This is an optimization exercise on Yosys and OpenROAD, whose aim is a short achievable clock period and few clock cycles, not a production implementation.
In this exercise RTL edits were held to simulation tests only and were not proved equivalent to the original.
No activity file was given, so power comes from the tool's default toggle rates.

## pipeline_cpu
module pipeline_cpu #(
  parameter logic [32-1:0] PC_INIT = 32'h0000_0000
) (
  input  logic  CLK,
  input  logic  nRST,
  output logic  imem_ren,
  output logic [32-1:0] imem_addr,
  input  logic [32-1:0] imem_load,
  input  logic  ihit,
  output logic  dmem_ren,
  output logic  dmem_wen,
  output logic [32-1:0] dmem_addr,
  output logic [32-1:0] dmem_store,
  input  logic [32-1:0] dmem_load,
  input  logic  dhit,
  output logic  halt
);
For scale: about 1,600 flip-flops, ~170 I/O pins.
==> flow/config.mk <==
export PLATFORM = sky130hd
export DESIGN_NAME = pipeline_cpu
export DESIGN_NICKNAME = pipeline_cpu
export VERILOG_FILES = /design/flow/design.v
export SDC_FILE = /design/flow/constraint.sdc
export NUM_CORES = 4
export LEC_CHECK = 0
export CAP_MARGIN = 20
export CORE_MARGIN = 2
export CORE_UTILIZATION = 40
export SETUP_SLACK_MARGIN = 3.0
export SLEW_MARGIN = 20
export SYNTH_HIERARCHICAL = 1
==> flow/constraint.sdc <==
create_clock -name core_clock -period 5.5 [get_ports {CLK}]
set_input_delay 1.1000 -clock core_clock [delete_from_list [all_inputs] [get_ports {CLK}]]
set_output_delay 1.1000 -clock core_clock [all_outputs]
set_load 0.01 [all_outputs]
standard.sh (not shown) runs the stock make flow with config.mk's settings and CLKGATE_MAP_FILE= SYNTH_SCRIPT=/design/flow/synth_recipe.tcl, a recipe that flattens the netlist after the stock synthesis.
==> flow/flow/run.sh <==
#!/bin/bash
# Standard layout, except that the port buffers are buf_4 cells instead of the
# smallest buffer the resizer would pick. Every tool's output goes to a log here.
set -e
cp standard.sh standard_sh_copy.log
export BUFFER_PORTS_ARGS="-buffer_cell sky130_fd_sc_hd__buf_4"
bash standard.sh > standard_flow.log 2>&1
Testbench counts at the start, summed over its fixed seeds: cycles 69,773.
Then changed:
--- a/flow/design.v
+++ b/flow/design.v
@@ -331,35 +331,35 @@
   logic [15:0] x2_lo_val, d_rs_lo, d_rt_lo, d_a_oth, d_b_oth;
   logic        d_a_fe, d_b_fe;
   logic [15:0] x1_res, x1_a_nx, x1_b_nx;
   logic        x1_carry, x1_eq;
   logic        x2_lt;
   assign e1_rs = x1_valid & x1_wen & (x1_dest == rs);
   assign e1_rt = x1_valid & x1_wen & (x1_dest == rt);
   assign e2_rs = x2_valid & x2_wen & (x2_dest == rs);
   assign e2_rt = x2_valid & x2_wen & (x2_dest == rt);
   assign e3_rs = em_valid & em_wen & (em_dest == rs);
   assign e3_rt = em_valid & em_wen & (em_dest == rt);
   assign x2_lo_val = x2_slt ? {15'd0, x2_lt} : x2_res_lo;
-  assign d_rs_lo = e2_rs ? x2_res_lo : e3_rs ? m_wdata[15:0] :
+  assign d_rs_lo = e2_rs ? x2_lo_val : e3_rs ? m_wdata[15:0] :
                    (rs == 5'd0) ? 16'd0 : regs[rs][15:0];
-  assign d_rt_lo = e2_rt ? x2_res_lo : e3_rt ? m_wdata[15:0] :
+  assign d_rt_lo = e2_rt ? x2_lo_val : e3_rt ? m_wdata[15:0] :
                    (rt == 5'd0) ? 16'd0 : regs[rt][15:0];
   assign d_a_oth = d_lui ? 16'd0 : d_rs_lo;
   assign d_a_fe  = e1_rs & ~d_lui;
   assign d_b_oth = d_b_reg ? d_rt_lo : d_bimm_lo;
   assign d_b_fe  = e1_rt & d_b_reg;
   assign d_stall = fd_valid &
-                   ((d_use_rs & ((e1_rs & (x1_load | x1_slt)) | (e2_rs & (x2_load | x2_slt)))) |
-                    (d_use_rt & ((e1_rt & (x1_load | x1_slt)) | (e2_rt & (x2_load | x2_slt)))));
+                   ((d_use_rs & ((e1_rs & (x1_load | x1_slt)) | (e2_rs & x2_load))) |
+                    (d_use_rt & ((e1_rt & (x1_load | x1_slt)) | (e2_rt & x2_load))));
   always_ff @(posedge CLK or negedge nRST) begin
     if (!nRST) begin
       x1_valid <= 1'b0;
     end else begin
       x1_valid <= fd_valid & ~d_stall & ~redir_r & ~m_miss;
     end
   end
   always_ff @(posedge CLK) begin
     begin
       x1_wen     <= d_wen;
       x1_dest    <= d_dest;
       x1_rs      <= rs;
First-iteration DRC count falls by 3.3%.
Area after synthesis rises by 0.37%.
Via count rises by 0.58%.
Design area falls by 2.1%.
Worst setup slack gets worse by 0.27 ns.
Maximum frequency falls by 8.2%.
Testbench counts after the change, summed over its fixed seeds: cycles 68,506.

== run A ==
pipeline_cpu, a different RTL version from the one above (not shown whole).
Size: ~6900 cells after synthesis, ~98000 um^2 of cells after synthesis.
==> flow/config.mk <==
export PLATFORM = sky130hd
export DESIGN_NAME = pipeline_cpu
export DESIGN_NICKNAME = pipeline_cpu
export VERILOG_FILES = /design/flow/design.v
export SDC_FILE = /design/flow/constraint.sdc
export NUM_CORES = 4
export LEC_CHECK = 0
export CAP_MARGIN = 20
export CORE_MARGIN = 2
export CORE_UTILIZATION = 40
export SETUP_SLACK_MARGIN = 3.0
export SLEW_MARGIN = 20
export SYNTH_HIERARCHICAL = 1
==> flow/constraint.sdc <==
create_clock -name core_clock -period 5.5 [get_ports {CLK}]
set_input_delay 1.1000 -clock core_clock [delete_from_list [all_inputs] [get_ports {CLK}]]
set_output_delay 1.1000 -clock core_clock [all_outputs]
set_load 0.01 [all_outputs]
Scripts as last shown in full above: flow/flow/run.sh
Testbench counts of run A, summed over its fixed seeds: cycles 68,003.
Here is what was changed in the inputs of run E compared with run A.
--- a/flow/design.v
+++ b/flow/design.v
@@ -391,20 +391,19 @@
   logic [29:0] redir_pc;
   logic        early;
   logic        d_stall;
   logic        mispredict;
   logic [31:0] m_wdata;
   logic [29:0] pc4, pc_next;
   logic [21:0] pc_hi_p1, pc_hi_m1;
   logic        f_redir;
-  logic [29:0] pc_o;
   logic        nren;
   assign imem_ren  = ~nren;
-  assign imem_addr = {pc_o, 2'b00};
+  assign imem_addr = {pc, 2'b00};
   fetch_incr u_incr (.pc, .pc4, .hi_p1(pc_hi_p1), .hi_m1(pc_hi_m1));
   fetch_next u_next (
     .pc, .pc4, .hi_p1(pc_hi_p1), .hi_m1(pc_hi_m1), .instr(imem_load), .ihit,
     .stall(d_stall), .halt(halt_i), .mispredict(redir_any), .alt(redir_pc),
     .pc_next, .redir(f_redir)
   );
   assign redir_r   = rp_r | misp_r;
   assign redir_any = redir_r | early;
@@ -413,23 +412,16 @@
     if (!nRST) begin
       pc <= PC_INIT[31:2];
     end else begin
       pc <= pc_next;
     end
   end
   always_ff @(posedge CLK or negedge nRST) begin
     if (!nRST) begin
-      pc_o <= PC_INIT[31:2];
-    end else if (!halt_i) begin
-      pc_o <= pc_next;
-    end
-  end
-  always_ff @(posedge CLK or negedge nRST) begin
-    if (!nRST) begin
       fd_valid <= 1'b0;
     end else begin
       if (redir_any || m_miss) fd_valid <= 1'b0;
       else if (!d_stall) fd_valid <= ihit & ~halt_i;
     end
   end
   logic        f_add, f_sub, f_and, f_or, f_subr, f_slt, f_load, f_store, f_beq, f_bne;
   logic        f_halt, f_lui, f_wen, f_use_rs, f_use_rt, f_b_reg;
Results
- Looking at the reports, run E completed the entire flow and the layout it produced met the timing, DRC and antenna checks.
- Route | run E vs run A | wire shorter in run E
- Final number of hold-violating endpoints: run E vs run A — no meaningful difference
- Looking at utilization across run E and run A, the one that comes out higher is run E.
- Run E vs. run A: combinational power rose by about 4%, area growth from synthesis to layout grew by 0.94 points.
- Number of buffers inserted by post-CTS setup repair shrinks by a few percent when moving from run A to run E.
- Comparing run A with run E, the starting density of the core came out essentially unchanged.
- Routed wire length on met3 in run E is 2300 um above run A.
- Setup slack, run E and run A, higher one = run E.
- [run E] relative slew slack rose 5.0 points relative to run A
- Run A ended up with in2reg as its start-to-end type of the worst setup path; run E ended up with reg2reg.
- Against run A as the reference, run E delivers a higher switching power.
- Per the comparison of run E with run A, portion of total power attributed to the clock network increased 0.3 points; part of the total power dissipated in combinational logic now larger; post-route fraction of the period consumed by the critical path dropped 2.3 points.
Testbench counts of run E, summed over its fixed seeds: cycles 68,003.

Another version of the RTL of pipeline_cpu (not shown whole).
Size in the first run: about 6800 cells after synthesis, about 170 I/O pins, about 97000 sq um of cells after synthesis.
export LEC_CHECK = 0
export CAP_MARGIN = 20
export CORE_MARGIN = 2
export CORE_UTILIZATION = 40
export SETUP_SLACK_MARGIN = 3.0
export SLEW_MARGIN = 20
export SYNTH_HIERARCHICAL = 1
create_clock -name core_clock -period 5.5 [get_ports {CLK}]
Scripts as last shown in full above: flow/flow/run.sh
The first run ran to the end with no violations.
Testbench counts at the start, summed over its fixed seeds: cycles 68,003.
==> next run, changes <==
--- a/flow/design.v
+++ b/flow/design.v
@@ -69,63 +69,63 @@
     logic     reg_wen;
     regbits_t dest;
     word_t    wdat;
     logic     halt;
   } mw_t;
 endpackage
 module fetch_incr (
   input  logic [29:0] pc,
   output logic [29:0] pc4,
-  output logic [21:0] hi_p1,
-  output logic [21:0] hi_m1
+  output logic [23:0] hi_p1,
+  output logic [23:0] hi_m1
 );
   ks_inc #(.W(30))         u_pc4 (.x(pc), .s(pc4));
-  ks_inc #(.W(22))         u_p1  (.x(pc[29:8]), .s(hi_p1));
-  ks_inc #(.W(22), .DEC(1)) u_m1  (.x(pc[29:8]), .s(hi_m1));
+  ks_inc #(.W(24))         u_p1  (.x(pc[29:6]), .s(hi_p1));
+  ks_inc #(.W(24), .DEC(1)) u_m1  (.x(pc[29:6]), .s(hi_m1));
 endmodule
 module fetch_next #(
   parameter int PART = 0
 ) (
   input  logic [29:0] pc,
   input  logic [29:0] pc4,
-  input  logic [21:0] hi_p1,
-  input  logic [21:0] hi_m1,
+  input  logic [23:0] hi_p1,
+  input  logic [23:0] hi_m1,
   input  logic [31:0] instr,
   input  logic        ihit,
   input  logic        stall,
   input  logic        halt,
   input  logic        mispredict,
   input  logic [29:0] alt,
   output logic [29:0] pc_next,
   output logic        redir
 );
   logic [5:0]  op;
   logic        is_j, is_beq, is_bne, rseq, pred, short_off, adv;
-  logic [9:0]  lo;
-  logic [21:0] hi_sel;
+  logic [7:0]  lo;
+  logic [23:0] hi_sel;
   logic [29:0] btgt, jtgt;
   logic        s_j, s_b, s_seq, s_hold;
   logic [29:0] pc_own, pc_all;
   assign op        = instr[31:26];
   assign is_j      = (op == 6'h02);
   assign is_beq    = (op == 6'h04);
   assign is_bne    = (op == 6'h05);
   assign rseq      = (instr[25:21] == instr[20:16]);
   assign pred      = (is_beq & rseq) | (is_bne & ~rseq);
-  assign short_off = (instr[15:7] == 9'h000) | (instr[15:7] == 9'h1ff);
+  assign short_off = (instr[15:5] == 11'h000) | (instr[15:5] == 11'h7ff);
   assign redir     = pred & short_off;
-  ks_add #(.W(8), .CI(1)) u_lo (.x(pc[7:0]), .y(instr[7:0]), .cin(1'b1), .s(lo[8:1]),
-                                 .cout(lo[9]));
+  ks_add #(.W(6), .CI(1)) u_lo (.x(pc[5:0]), .y(instr[5:0]), .cin(1'b1), .s(lo[6:1]),
+                                 .cout(lo[7]));
   assign lo[0]   = 1'b0;
-  assign hi_sel  = ({22{~instr[7] &  lo[9]}} & hi_p1) |
-                   ({22{ instr[7] & ~lo[9]}} & hi_m1) |
-                   ({22{~(instr[7] ^ lo[9])}} & pc[29:8]);
-  assign btgt    = {hi_sel, lo[8:1]};
+  assign hi_sel  = ({24{~instr[5] &  lo[7]}} & hi_p1) |
+                   ({24{ instr[5] & ~lo[7]}} & hi_m1) |
+                   ({24{~(instr[5] ^ lo[7])}} & pc[29:6]);
+  assign btgt    = {hi_sel, lo[6:1]};
   assign jtgt    = {pc4[29:26], instr[25:0]};
   assign adv     = ihit & ~stall & ~halt;
   assign s_j     = adv & is_j;
   assign s_b     = adv & ~is_j & redir;
   assign s_seq   = adv & ~is_j & ~redir;
   assign s_hold  = ~adv;
   assign pc_own  = ({30{s_j}} & jtgt) | ({30{s_b}} & btgt) |
                    ({30{s_seq}} & pc4) | ({30{s_hold}} & pc);
   assign pc_all  = mispredict ? alt : pc_own;
@@ -391,19 +391,19 @@
   logic        m_miss;
   logic        halt_i;
   logic        redir_r, redir_any;
   logic [29:0] redir_pc;
   logic        early;
   logic        d_stall;
   logic        mispredict;
   logic [31:0] m_wdata;
   logic [29:0] pc4, pc_next;
-  logic [21:0] pc_hi_p1, pc_hi_m1;
+  logic [23:0] pc_hi_p1, pc_hi_m1;
   logic        f_redir;
   logic        nren;
   assign imem_ren  = ~nren;
   assign imem_addr = {pc, 2'b00};
   fetch_incr u_incr (.pc, .pc4, .hi_p1(pc_hi_p1), .hi_m1(pc_hi_m1));
   logic [29:0] pc_next_lo, pc_next_hi;
   logic        f_redir_hi;
   fetch_next #(.PART(0)) u_next_lo (
     .pc, .pc4, .hi_p1(pc_hi_p1), .hi_m1(pc_hi_m1), .instr(imem_load), .ihit,
After rerunning: Routed wire length is higher slightly; cell count is higher slightly; final area is higher slightly; global-route usage is higher by 0.24 points; fmax is lower by a little under a tenth; hold slack degrades by 31 ps; sequential share of layout area is lower by 0.32 points.
Testbench counts after the change, summed over its fixed seeds: cycles 68,003.

==> what the ideal ports hide <==
The flow's constraints put no driver on any port. The routed layouts listed below were extracted and timed again, unchanged, in two steps. Step 1 sets driving cells, clkbuf_16 on the clock port and buf_2 on the other inputs (assumed; they add their load-dependent delay and slew). Step 2, shift: input delay + t, output delay - t, t = (earliest + latest rising clock arrival at the registers) / 2. This alone moves slack from input paths to output paths. Three values: ideal, step 1, step 2; two values: the first two.
run | t, ns | setup slack, ns | worst hold slack (ns) | worst setup path after step 2 | clock arrival spread, ns
the first run of note 1 | 0.924 | 2.527 / 2.527 / 1.752 | 0.266 / 0.203 / 0.312 | input to register | 0.036 / 0.037
the second run of note 1 | 0.913 | 2.261 / 2.261 / 1.907 | 0.261 / 0.195 / 0.319 | input to register | 0.051 / 0.051
run A | 0.956 | 2.636 / 2.645 / 1.689 | 0.307 / 0.254 / 0.315 | input to register | 0.079 / 0.078
run E | 0.986 | 2.760 / 2.656 / 1.755 | 0.222 / 0.168 / 0.304 | input to register | 0.103 / 0.103
the first run of note 3 | 0.940 | 2.824 / 2.781 / 1.894 | 0.303 / 0.231 / 0.307 | input to register | 0.078 / 0.078
the second run of note 3 | 0.945 | 2.609 / 2.609 / 1.867 | 0.272 / 0.215 / 0.283 | input to register | 0.076 / 0.075
After both steps every run listed still meets setup and hold. The setup slack of run E, which loses most, moves by -0.104 ns with the drivers and by -1.005 ns with both steps.
